Background: an optimization exercise with open tools, aiming at a short achievable clock period and few clock cycles. Do not read the settings as production practice.
Function was checked by simulation only, so behaviour that the tests miss may differ from the original.

File: design/flow/config.mk
export PLATFORM = sky130hd
export DESIGN_NAME = proc
export DESIGN_NICKNAME = proc
export VERILOG_FILES = /design/flow/design.v
export SDC_FILE = /design/flow/constraint.sdc
export NUM_CORES = 4
export LEC_CHECK = 0
export ABC_CLOCK_PERIOD_IN_PS = 6000
export CAP_MARGIN = 20
export CORE_MARGIN = 2
export CORE_UTILIZATION = 40
export SETUP_SLACK_MARGIN = 1.5
export SLEW_MARGIN = 20
File: design/flow/constraint.sdc
create_clock -name core_clock -period 8.5 [get_ports {clk}]
set_input_delay 1.7000 -clock core_clock [delete_from_list [all_inputs] [get_ports {clk}]]
set_output_delay 1.7000 -clock core_clock [all_outputs]
set_load 0.01 [all_outputs]
File: design/flow/design.v
`default_nettype none
package tinyrv1_pkg;
  localparam logic [31:0] reset_pc = 32'h0000_0200;
  localparam int unsigned reg_aw  = 5;    
  localparam int unsigned rd_lsb  = 7;
  localparam int unsigned rs1_lsb = 15;
  localparam int unsigned rs2_lsb = 20;
  localparam logic [31:0] op_add  = 32'b0000000_?????_?????_000_?????_0110011;
  localparam logic [31:0] op_addi = 32'b????????????_?????_000_?????_0010011;
  localparam logic [31:0] op_mul  = 32'b0000001_?????_?????_000_?????_0110011;
  localparam logic [31:0] op_lw   = 32'b????????????_?????_010_?????_0000011;
  localparam logic [31:0] op_sw   = 32'b???????_?????_?????_010_?????_0100011;
  localparam logic [31:0] op_jal  = 32'b????????????????????_?????_1101111;
  localparam logic [31:0] op_jr   = 32'b000000000000_?????_000_00000_1100111;  
  localparam logic [31:0] op_bne  = 32'b???????_?????_?????_001_?????_1100011;
  typedef struct packed {
    logic add;
    logic addi;
    logic mul;
    logic lw;
    logic sw;
    logic jal;
    logic jr;
    logic bne;
  } op_class_t;
  typedef enum logic [1:0] {
    imm_i,
    imm_s,
    imm_j,
    imm_b
  } imm_type_e;
  typedef enum logic [1:0] {
    pc_plus4,
    pc_jal,    
    pc_jr,     
    pc_br      
  } pc_sel_e;
  typedef enum logic [1:0] {
    byp_rf,
    byp_x,
    byp_m,
    byp_w
  } byp_sel_e;
  typedef enum logic {wb_result, wb_load} wb_sel_e;
  typedef enum logic {res_alu, res_mul} result_sel_e;
  typedef enum logic {op2_rf, op2_imm} op2_sel_e;
  typedef enum logic {op1_rf, op1_pc} op1_sel_e;    
  typedef enum logic {mem_read, mem_write} mem_type_e;
endpackage
`default_nettype wire
`default_nettype none
import tinyrv1_pkg::*;
module proc_decode (
  input  logic [31:0]            inst,
  output tinyrv1_pkg::op_class_t cls
);
  always_comb begin
    cls = '0;
    casez (inst)
      op_add:  cls.add  = 1'b1;
      op_addi: cls.addi = 1'b1;
      op_mul:  cls.mul  = 1'b1;
      op_lw:   cls.lw   = 1'b1;
      op_sw:   cls.sw   = 1'b1;
      op_jal:  cls.jal  = 1'b1;
      op_jr:   cls.jr   = 1'b1;
      op_bne:  cls.bne  = 1'b1;
      default: ;
    endcase
  end
endmodule
`default_nettype wire
`default_nettype none
import tinyrv1_pkg::*;
module proc_ctrl (
  input  logic              clk,
  input  logic              rst,
  output logic              reg_en_f,
  output tinyrv1_pkg::pc_sel_e pc_sel_f,
  output logic              reg_en_d,
  output logic              squash_d,        
  output tinyrv1_pkg::imm_type_e imm_type_d,
  output tinyrv1_pkg::byp_sel_e op1_byp_sel_d,
  output tinyrv1_pkg::byp_sel_e op2_byp_sel_d,
  output tinyrv1_pkg::op1_sel_e op1_sel_d,
  output tinyrv1_pkg::op2_sel_e op2_sel_d,
  output tinyrv1_pkg::result_sel_e result_sel_x,
  output logic              dmemreq_val_m,
  output tinyrv1_pkg::mem_type_e dmemreq_type_m,
  output tinyrv1_pkg::wb_sel_e wb_sel_m,
  output logic              rf_wen_w,
  output logic [reg_aw-1:0] rf_waddr_w,
  input  logic [31:0]       inst_d,
  input  logic              eq_x
);
  logic              val_d;
  logic              val_x;
  logic              val_m;
  logic              val_w;
  logic [31:0]       inst_x;
  logic [31:0]       inst_m;
  logic [31:0]       inst_w;
  tinyrv1_pkg::op_class_t cls_d;
  tinyrv1_pkg::op_class_t cls_x;
  tinyrv1_pkg::op_class_t cls_m;
  tinyrv1_pkg::op_class_t cls_w;
  logic              wr_x;
  logic              wr_m;
  logic              wr_w;
  logic [reg_aw-1:0] rs1_d;
  logic [reg_aw-1:0] rs2_d;
  logic [reg_aw-1:0] rd_x;
  logic [reg_aw-1:0] rd_m;
  logic [reg_aw-1:0] rd_w;
  logic              rs1_en_d;
  logic              rs2_en_d;
  logic              jal_d;
  logic              jr_d;
  logic              lw_x;
  logic              br_taken_x;
  logic              stall_d;
  logic              jump_d;
  logic              squash_f;
  proc_decode dec_d (.inst (inst_d), .cls (cls_d));
  proc_decode dec_x (.inst (inst_x), .cls (cls_x));
  proc_decode dec_m (.inst (inst_m), .cls (cls_m));
  proc_decode dec_w (.inst (inst_w), .cls (cls_w));
  assign wr_x = cls_x.add | cls_x.addi | cls_x.mul | cls_x.lw | cls_x.jal;
  assign wr_m = cls_m.add | cls_m.addi | cls_m.mul | cls_m.lw | cls_m.jal;
  assign wr_w = cls_w.add | cls_w.addi | cls_w.mul | cls_w.lw | cls_w.jal;
  always_ff @(posedge clk) begin
    if (rst) begin
      val_d <= 1'b0;
      val_x <= 1'b0;
      val_m <= 1'b0;
      val_w <= 1'b0;
    end else begin
      if (reg_en_d) val_d <= ~squash_f;    
      val_x <= val_d & ~squash_d;
      val_m <= val_x;
      val_w <= val_m;
    end
  end
  always_ff @(posedge clk) begin
    inst_x <= inst_d;
    inst_m <= inst_x;
    inst_w <= inst_m;
  end
  assign rs1_d = inst_d[rs1_lsb +: reg_aw];
  assign rs2_d = inst_d[rs2_lsb +: reg_aw];
  assign rd_x  = inst_x[rd_lsb +: reg_aw];
  assign rd_m  = inst_m[rd_lsb +: reg_aw];
  assign rd_w  = inst_w[rd_lsb +: reg_aw];
  assign lw_x       = cls_x.lw;
  assign br_taken_x = val_x & cls_x.bne & ~eq_x;
  assign stall_d = val_d & val_x & lw_x & (rd_x != '0) &
                   ((rs1_en_d & (rs1_d == rd_x)) | (rs2_en_d & (rs2_d == rd_x)));
  assign jump_d   = val_d & ~stall_d & (jal_d | jr_d);
  assign squash_f = br_taken_x | jump_d;
  assign squash_d = stall_d | br_taken_x;
  assign reg_en_f = ~stall_d;
  assign reg_en_d = ~stall_d;
  always_comb begin
    if (br_taken_x)           pc_sel_f = pc_br;    
    else if (jump_d && jal_d) pc_sel_f = pc_jal;
    else if (jump_d)          pc_sel_f = pc_jr;
    else                      pc_sel_f = pc_plus4;
  end
  always_comb begin
    rs1_en_d   = 1'b0;
    rs2_en_d   = 1'b0;
    jal_d      = 1'b0;
    jr_d       = 1'b0;
    imm_type_d = imm_i;
    op1_sel_d  = op1_rf;
    op2_sel_d  = op2_rf;
    if (cls_d.add || cls_d.mul) begin
      rs1_en_d = 1'b1;
      rs2_en_d = 1'b1;
    end
    if (cls_d.addi || cls_d.lw) begin
      rs1_en_d  = 1'b1;
      op2_sel_d = op2_imm;
    end
    if (cls_d.sw) begin
      rs1_en_d   = 1'b1;
      rs2_en_d   = 1'b1;    
      imm_type_d = imm_s;
      op2_sel_d  = op2_imm;
    end
    if (cls_d.jal) begin
      jal_d      = 1'b1;
      imm_type_d = imm_j;
      op1_sel_d  = op1_pc;
    end
    if (cls_d.jr) begin
      rs1_en_d = 1'b1;
      jr_d     = 1'b1;
    end
    if (cls_d.bne) begin
      rs1_en_d   = 1'b1;
      rs2_en_d   = 1'b1;
      imm_type_d = imm_b;
    end
  end
  always_comb begin
    op1_byp_sel_d = byp_rf;
    if (rs1_en_d && rs1_d != '0) begin
      if (val_w && wr_w && rs1_d == rd_w)          op1_byp_sel_d = byp_w;
      if (val_m && wr_m && rs1_d == rd_m)          op1_byp_sel_d = byp_m;
      if (val_x && wr_x && !lw_x && rs1_d == rd_x) op1_byp_sel_d = byp_x;
    end
  end
  always_comb begin
    op2_byp_sel_d = byp_rf;
    if (rs2_en_d && rs2_d != '0) begin
      if (val_w && wr_w && rs2_d == rd_w)          op2_byp_sel_d = byp_w;
      if (val_m && wr_m && rs2_d == rd_m)          op2_byp_sel_d = byp_m;
      if (val_x && wr_x && !lw_x && rs2_d == rd_x) op2_byp_sel_d = byp_x;
    end
  end
  assign result_sel_x = cls_x.mul ? res_mul : res_alu;
  always_comb begin
    dmemreq_val_m  = 1'b0;
    dmemreq_type_m = mem_read;
    wb_sel_m       = wb_result;
    if (cls_m.lw) begin
      dmemreq_val_m = val_m;
      wb_sel_m      = wb_load;
    end
    if (cls_m.sw) begin
      dmemreq_val_m  = val_m;
      dmemreq_type_m = mem_write;
    end
  end
  assign rf_wen_w   = val_w & wr_w;
  assign rf_waddr_w = rd_w;
endmodule
`default_nettype wire
`default_nettype none
import tinyrv1_pkg::*;
module proc_regfile (
  input  logic              clk,
  input  logic [reg_aw-1:0] raddr0,
  output logic [31:0]       rdata0,
  input  logic [reg_aw-1:0] raddr1,
  output logic [31:0]       rdata1,
  input  logic              wen,
  input  logic [reg_aw-1:0] waddr,
  input  logic [31:0]       wdata
);
  logic [31:0] regs [32];
  always_ff @(posedge clk) begin
    if (wen && waddr != '0) begin
      regs[waddr] <= wdata;
    end
  end
  assign rdata0 = (raddr0 == '0) ? 32'd0 : regs[raddr0];
  assign rdata1 = (raddr1 == '0) ? 32'd0 : regs[raddr1];
endmodule
`default_nettype wire
`default_nettype none
import tinyrv1_pkg::*;
module proc_alu (
  input  logic [31:0] op1,
  input  logic [31:0] op2,
  input  tinyrv1_pkg::result_sel_e result_sel,
  output logic [31:0] result,
  output logic        eq
);
  logic [31:0] sum;
  logic [31:0] prod;
  assign sum  = op1 + op2;
  assign prod = op1 * op2;    
  always_comb begin
    case (result_sel)
      res_mul: result = prod;
      default: result = sum;
    endcase
  end
  assign eq = (op1 == op2);
endmodule
`default_nettype wire
`default_nettype none
import tinyrv1_pkg::*;
module proc_dpath (
  input  logic        clk,
  input  logic        rst,
  input  logic              reg_en_f,
  input  tinyrv1_pkg::pc_sel_e pc_sel_f,
  input  logic              reg_en_d,
  input  logic              squash_d,
  input  tinyrv1_pkg::imm_type_e imm_type_d,
  input  tinyrv1_pkg::byp_sel_e op1_byp_sel_d,
  input  tinyrv1_pkg::byp_sel_e op2_byp_sel_d,
  input  tinyrv1_pkg::op1_sel_e op1_sel_d,
  input  tinyrv1_pkg::op2_sel_e op2_sel_d,
  input  tinyrv1_pkg::result_sel_e result_sel_x,
  input  tinyrv1_pkg::wb_sel_e wb_sel_m,
  input  logic              rf_wen_w,
  input  logic [reg_aw-1:0] rf_waddr_w,
  output logic [31:0]       inst_d,
  output logic              eq_x,
  output logic [31:0] imemreq_addr,
  input  logic [31:0] imemresp_data,
  output logic [31:0] dmemreq_addr,
  output logic [31:0] dmemreq_wdata,
  input  logic [31:0] dmemresp_rdata
);
  logic [31:0] pc_f;
  logic [31:0] pc_next_f;
  logic [31:0] ir_d;
  logic [31:0] pc_d;
  logic [31:0] imm_d;
  logic [31:0] rf_rdata0;
  logic [31:0] rf_rdata1;
  logic [31:0] op1_byp_d;
  logic [31:0] op2_byp_d;
  logic [31:0] op1_d;
  logic [31:0] op2_d;
  logic [31:0] targ_d;
  logic [31:0] op1_x;
  logic [31:0] op2_x;
  logic [31:0] sd_x;
  logic [31:0] br_targ_x;
  logic [31:0] result_x;
  logic [31:0] result_m;
  logic [31:0] sd_m;
  logic [31:0] wb_m;
  logic [31:0] wb_w;
  always_comb begin
    case (pc_sel_f)
      pc_jal:  pc_next_f = targ_d;
      pc_jr:   pc_next_f = {op1_byp_d[31:1], 1'b0};
      pc_br:   pc_next_f = br_targ_x;
      default: pc_next_f = pc_f + 32'd4;
    endcase
  end
  always_ff @(posedge clk) begin
    if (rst)             pc_f <= reset_pc;
    else if (reg_en_f) pc_f <= pc_next_f;
  end
  assign imemreq_addr = pc_f;
  always_ff @(posedge clk) begin
    if (reg_en_d) begin
      ir_d <= imemresp_data;
      pc_d <= pc_f;
    end
  end
  assign inst_d = ir_d;
  proc_regfile regfile_i (
    .clk    (clk),
    .raddr0 (ir_d[rs1_lsb +: reg_aw]),
    .rdata0 (rf_rdata0),
    .raddr1 (ir_d[rs2_lsb +: reg_aw]),
    .rdata1 (rf_rdata1),
    .wen    (rf_wen_w),
    .waddr  (rf_waddr_w),
    .wdata  (wb_w)
  );
  always_comb begin
    case (imm_type_d)
      imm_s:   imm_d = {{20{ir_d[31]}}, ir_d[31:25], ir_d[11:7]};
      imm_j:   imm_d = {{12{ir_d[31]}}, ir_d[19:12], ir_d[20], ir_d[30:21], 1'b0};
      imm_b:   imm_d = {{20{ir_d[31]}}, ir_d[7], ir_d[30:25], ir_d[11:8], 1'b0};
      default: imm_d = {{20{ir_d[31]}}, ir_d[31:20]};
    endcase
  end
  always_comb begin
    case (op1_byp_sel_d)
      byp_x:   op1_byp_d = result_x;
      byp_m:   op1_byp_d = wb_m;
      byp_w:   op1_byp_d = wb_w;
      default: op1_byp_d = rf_rdata0;
    endcase
  end
  always_comb begin
    case (op2_byp_sel_d)
      byp_x:   op2_byp_d = result_x;
      byp_m:   op2_byp_d = wb_m;
      byp_w:   op2_byp_d = wb_w;
      default: op2_byp_d = rf_rdata1;
    endcase
  end
  assign targ_d    = pc_d + imm_d;    
  assign op1_d = (op1_sel_d == op1_pc) ? pc_d + 32'd4 : op1_byp_d;
  always_comb begin
    if (op2_sel_d == op2_imm)     op2_d = imm_d;
    else if (op1_sel_d == op1_pc) op2_d = 32'd0;
    else                            op2_d = op2_byp_d;
  end
  always_ff @(posedge clk) begin
    if (!squash_d) begin
      op1_x     <= op1_d;
      op2_x     <= op2_d;
      sd_x      <= op2_byp_d;
      br_targ_x <= targ_d;
    end
  end
  proc_alu alu_i (
    .op1        (op1_x),
    .op2        (op2_x),
    .result_sel (result_sel_x),
    .result     (result_x),
    .eq         (eq_x)
  );
  always_ff @(posedge clk) begin
    result_m <= result_x;
    sd_m     <= sd_x;
    wb_w     <= wb_m;
  end
  assign dmemreq_addr  = result_m;
  assign dmemreq_wdata = sd_m;
  assign wb_m = (wb_sel_m == wb_load) ? dmemresp_rdata : result_m;
endmodule
`default_nettype wire
`default_nettype none
import tinyrv1_pkg::*;
module proc (
  input  logic        clk,
  input  logic        rst,
  output logic        imemreq_val,
  output logic [31:0] imemreq_addr,
  input  logic [31:0] imemresp_data,
  output logic        dmemreq_val,
  output logic        dmemreq_type,    
  output logic [31:0] dmemreq_addr,
  output logic [31:0] dmemreq_wdata,
  input  logic [31:0] dmemresp_rdata
);
  logic              reg_en_f;
  tinyrv1_pkg::pc_sel_e pc_sel_f;
  logic              reg_en_d;
  logic              squash_d;
  tinyrv1_pkg::imm_type_e imm_type_d;
  tinyrv1_pkg::byp_sel_e op1_byp_sel_d;
  tinyrv1_pkg::byp_sel_e op2_byp_sel_d;
  tinyrv1_pkg::op1_sel_e op1_sel_d;
  tinyrv1_pkg::op2_sel_e op2_sel_d;
  tinyrv1_pkg::result_sel_e result_sel_x;
  logic              dmemreq_val_m;
  tinyrv1_pkg::mem_type_e dmemreq_type_m;
  tinyrv1_pkg::wb_sel_e wb_sel_m;
  logic              rf_wen_w;
  logic [reg_aw-1:0] rf_waddr_w;
  logic [31:0]       inst_d;
  logic              eq_x;
  proc_ctrl ctrl_i (
    .clk            (clk),
    .rst            (rst),
    .reg_en_f       (reg_en_f),
    .pc_sel_f       (pc_sel_f),
    .reg_en_d       (reg_en_d),
    .squash_d       (squash_d),
    .imm_type_d     (imm_type_d),
    .op1_byp_sel_d  (op1_byp_sel_d),
    .op2_byp_sel_d  (op2_byp_sel_d),
    .op1_sel_d      (op1_sel_d),
    .op2_sel_d      (op2_sel_d),
    .result_sel_x   (result_sel_x),
    .dmemreq_val_m  (dmemreq_val_m),
    .dmemreq_type_m (dmemreq_type_m),
    .wb_sel_m       (wb_sel_m),
    .rf_wen_w       (rf_wen_w),
    .rf_waddr_w     (rf_waddr_w),
    .inst_d         (inst_d),
    .eq_x           (eq_x)
  );
  proc_dpath dpath_i (
    .clk            (clk),
    .rst            (rst),
    .reg_en_f       (reg_en_f),
    .pc_sel_f       (pc_sel_f),
    .reg_en_d       (reg_en_d),
    .squash_d       (squash_d),
    .imm_type_d     (imm_type_d),
    .op1_byp_sel_d  (op1_byp_sel_d),
    .op2_byp_sel_d  (op2_byp_sel_d),
    .op1_sel_d      (op1_sel_d),
    .op2_sel_d      (op2_sel_d),
    .result_sel_x   (result_sel_x),
    .wb_sel_m       (wb_sel_m),
    .rf_wen_w       (rf_wen_w),
    .rf_waddr_w     (rf_waddr_w),
    .inst_d         (inst_d),
    .eq_x           (eq_x),
    .imemreq_addr   (imemreq_addr),
    .imemresp_data  (imemresp_data),
    .dmemreq_addr   (dmemreq_addr),
    .dmemreq_wdata  (dmemreq_wdata),
    .dmemresp_rdata (dmemresp_rdata)
  );
  assign imemreq_val  = reg_en_f;    
  assign dmemreq_val  = dmemreq_val_m;
  assign dmemreq_type = dmemreq_type_m;
endmodule
`default_nettype wire
File: design/flow/run.sh
#!/bin/bash
# synth_recipe.tcl (not shown) runs the flow's synth.tcl, then flattens the netlist and writes it again
# the make line also repeats each setting of config.mk as NAME=value (left out here)
make -C /OpenROAD-flow-scripts/flow DESIGN_CONFIG=/design/flow/config.mk WORK_HOME=/design/flow/orfs CLKGATE_MAP_FILE= SYNTH_SCRIPT=/design/flow/synth_recipe.tcl finish
==> results.json <==
{
  "status": "no timing/DRC/antenna violations",
  "rr_startpoint": "dpath_i.op1_x[13]",
  "ant_nets": 0,
  "yosysWarnings": 13,
  "stdcell_count": 8927,
  "ys_types": 103,
  "syn_to_final_growth_pct": 17.05,
  "place_ws_ps": -333.1,
  "cpMaxStageDelayCell": "fa_1",
  "min_period_ps": 7534,
  "root_buffer": "clkbuf_16",
  "grt_usage_pct": 26.74,
  "fin_worst_skew_ps": 38.23,
  "max-cap-violations": 0,
  "wire_per_inst_um": 31.56,
  "synth_async_sr_flop_share_pct": 0,
  "reg2reg_slack_ps": 970,
  "final_hold_viol_count": 0,
  "rsz0062_at_grt": "true",
  "reg2regPathDepth": 26,
  "drt_iter0_markers": 5863,
  "start_util_pct": 40.28,
  "endpoint_kind": "flop",
  "crit_family": "adder cells",
  "setup.worst_path.start_class": "flop",
  "crit_cells": 26,
  "relSlewSlack_pct": 23.14,
  "num_rows": 166,
  "dieArea_um2": 210100,
  "die_h_um": 458.3,
  "fin_util_pct": 47.14,
  "hpwl_mm": 186.7,
  "gp_congestion": 0.9595,
  "synth.area.top_cells": "edfxtp_1 (44%), mux4_2 (17%), fa_1 (9.9%), dfxtp_1 (5.0%), ha_1 (2.8%)",
  "synth-seq-cells": 1422,
  "portBuffers": 164,
  "worstPathMaxFanout": 4,
  "worst_slack_ps": 966.2,
  "setup_viol": 0,
  "crit_end": "dpath_i.op1_x[26]",
  "path_class": "flop to flop",
  "timing.critical_path.mode_cell": "fa_1",
  "overflow": 0,
  "htree_levels": 4,
  "holdWs_ps": 336.1,
  "cp_data_required_time_ps": 9060,
  "cts_tree": "built",
  "coreArea_um2": 205000,
  "vias_per_cell": 5.993,
  "cts.clk_slew.worst_paths_ps": 60,
  "drc": 0,
  "antenna_found_initial": 8,
  "io_pins": 165,
  "rr_endpoint": "dpath_i.op1_x[26]",
  "synth_cells": 5701,
  "firstDrtPassIters": 6,
  "max_freq_mhz": 132.7,
  "worst_pin_slew_ps": 1147,
  "hold_path.class": "flop to flop",
  "grt_max_degree": 97,
  "drive_gt1_share_pct": 27.34,
  "critPathMaxStageDelay_ps": 580,
  "dp_cells": 8453,
  "arrival_ps": 8100,
  "synth_top_area_cell": "edfxtp_1",
  "cts_buffers": 151,
  "fin_nets": 6777,
  "critPathLaunch": "dpath_i.op1_x[13]",
  "clk-insertion-delay-late_ps": 820,
  "vias": 53498,
  "grt_pass1_wl_mm": 401.0,
  "cts.sinks": 1422,
  "synth_flop_cell": "edfxtp_1",
  "synth-edff-count": 1216,
  "syn_avg_cell_area_um2": 14.48,
  "seq_area_frac_synth_pct": 49.22,
  "synth_top_area_share_pct": 44.23,
  "fp.dieW_um": 458.3,
  "wl_mm": 281.8,
  "clk_path_buf_depth": 3,
  "synth_area_um2": 82570,
  "grt_pass1_vias": 55321,
  "hold_buffers": 0,
  "period_share_pct": 88.63,
  "critical_path_buf_inv_count": 7,
  "hold_depth": 0,
  "slew_violations": 0
}
-- metrics by stage --
| step | instance area (um2) | setup TNS (ps) |
|---|---|---|
| floorplan | 82810 | 0 |
| global placement | 88320 | -334.2 |
| detailed placement | 88320 | -333.1 |
| global route | 96640 | 0 |
| finish | 96640 | 0 |
| CTS | 95550 | 0 |
-- cell type report --
type | instances | area (um2)
Timing Repair Buffer | 567 | 5360
Clock buffer | 186 | 4089
Antenna cell | 2 | 5.005
Fill cell | 17720 | 108400
Tap cell | 2688 | 3363
Sequential cell | 1422 | 40710
Inverter | 425 | 1600
Multi-Input combinational cell | 3547 | 40900
Clock inverter | 90 | 614.3
-- routing by layer --
layer	GRT usage, %	up-vias	wire length, um	part of all wire, %
met3	4.257	695	20170	7.2
met2	44.48	2478	137400	49
met5	0	-	11	0.0039
li1	-	22223	-	-
met4	16.76	2	21250	7.5
met1	32.64	28100	102900	37
-- synth_stat cells, types with 56 or more instances --
library cell / n
nand3_1: 69
nor2_1: 236
dfxtp_1: 206
fa_1: 410
and2_1: 318
edfxtp_1: 1216
buf_2: 84
clkbuf_1: 204
inv_1: 423
nand2_1: 411
mux2i_1: 72
mux4_2: 640
a21oi_1: 220
a21o_1: 56
xor2_1: 67
o21ai_0: 114
ha_1: 187
xnor2_1: 121
-- worst register-to-register path: stages (launching register included) --
cell and delay (ps):
edfxtp_1 410, buf_8 150, buf_4 130, buf_4 140, and2_4 130, fa_1 510
fa_1 420, fa_1 490, inv_1 50, fa_1 470, inv_1 50, fa_1 470
fa_1 580, fa_1 450, fa_1 550, ha_4 240, a211oi_2 230, o21ai_1 90
a21oi_2 170, o21bai_2 110, a221oi_4 330, buf_4 170, xor2_2 190, a211oi_2 180
buf_4 200, a21bo_1 160, a31o_1 200
-- logic make-up after synthesis --
family,Yosys count,synth area share (%)
AND/OR/NAND/NOR,1268,7.665
other,1,0.004542
XOR/XNOR,189,2.022
multiplexers,750,18.85
flip-flops,1422,49.22
buffers and inverters,763,3.658
adder cells (fa/ha/maj),597,12.77
AO/OA/AOI/OAI,711,5.807
-- worst min path at each step --
| stage | startpoint | end | slack (ps) |
|---|---|---|---|
| floorplan | ctrl_i.inst_x[29] | ctrl_i.inst_m[29] | 320 |
| global placement | dpath_i.sd_x[11] | dpath_i.sd_m[11] | 330 |
| detailed placement | dpath_i.sd_x[11] | dpath_i.sd_m[11] | 330 |
| CTS | dpath_i.sd_x[5] | dpath_i.sd_m[5] | 340 |
| global route | ctrl_i.inst_x[30] | ctrl_i.inst_m[30] | 340 |
| finish | dpath_i.sd_x[5] | dpath_i.sd_m[5] | 340 |
-- cells in the final DEF, fill, tap and decap left out, types with 62 or more instances in the layout --
master / n
clkbuf_16: 160
edfxtp_1: 1216
ha_1: 153
dfxtp_1: 169
clkdlybuf4s50_1: 163
o21ai_0: 90
mux4_2: 640
mux2i_1: 70
xor2_1: 62
xnor2_1: 113
a21oi_1: 182
nand2_1: 400
buf_4: 306
fa_1: 365
inv_1: 401
nor2_1: 198
and2_1: 300
-- registers in the layout, summed over array words and instances (netlist names), 22 cells and up, named ones only --
name and count:
dpath_i.pc_d 32, dpath_i.op2_x 32, dpath_i.result_m 32, dpath_i.br_targ_x 32, dpath_i.sd_x 32, dpath_i.regfile_i.regs 1024
dpath_i.sd_m 32, ctrl_i.inst_x 22, dpath_i.op1_x 32, dpath_i.pc_f 32, dpath_i.wb_w 32, dpath_i.ir_d 32
-- what timing repair did --
item,4_1_cts,5_1_grt
buffers inserted,150,40
resized for setup,265,153
cloned,2,3
pin swaps,144,100
endpoints found under the setup margin,105,95
Testbench counts, summed over its fixed seeds: cycles 104,328.

port drivers added, routing unchanged:
The flow's constraints put no driver on any port. The routed layout listed below was extracted and timed again, unchanged, in two steps. Step 1 assumes that a clkbuf_16 drives the clock port and a buf_2 every other input. Step 2, shift: input delay + t, output delay - t, t = (earliest + latest rising clock arrival at the registers) / 2. This alone moves slack from input paths to output paths. Three values: ideal ports, drivers, drivers and shift; two values: the first two.
t, ns: 0.887
setup WS [ns]: 0.966 / 0.966 / 0.966
latest minus earliest clock arrival (ns): 0.039 / 0.040
slew at the worst register clock pin (ns): 0.07 / 0.07
pins driven straight from the clock port: 1
After both steps setup and hold are still met in this run. For this run, drivers alone change the setup slack by 0.000 ns; drivers and shift together by 0.000 ns.
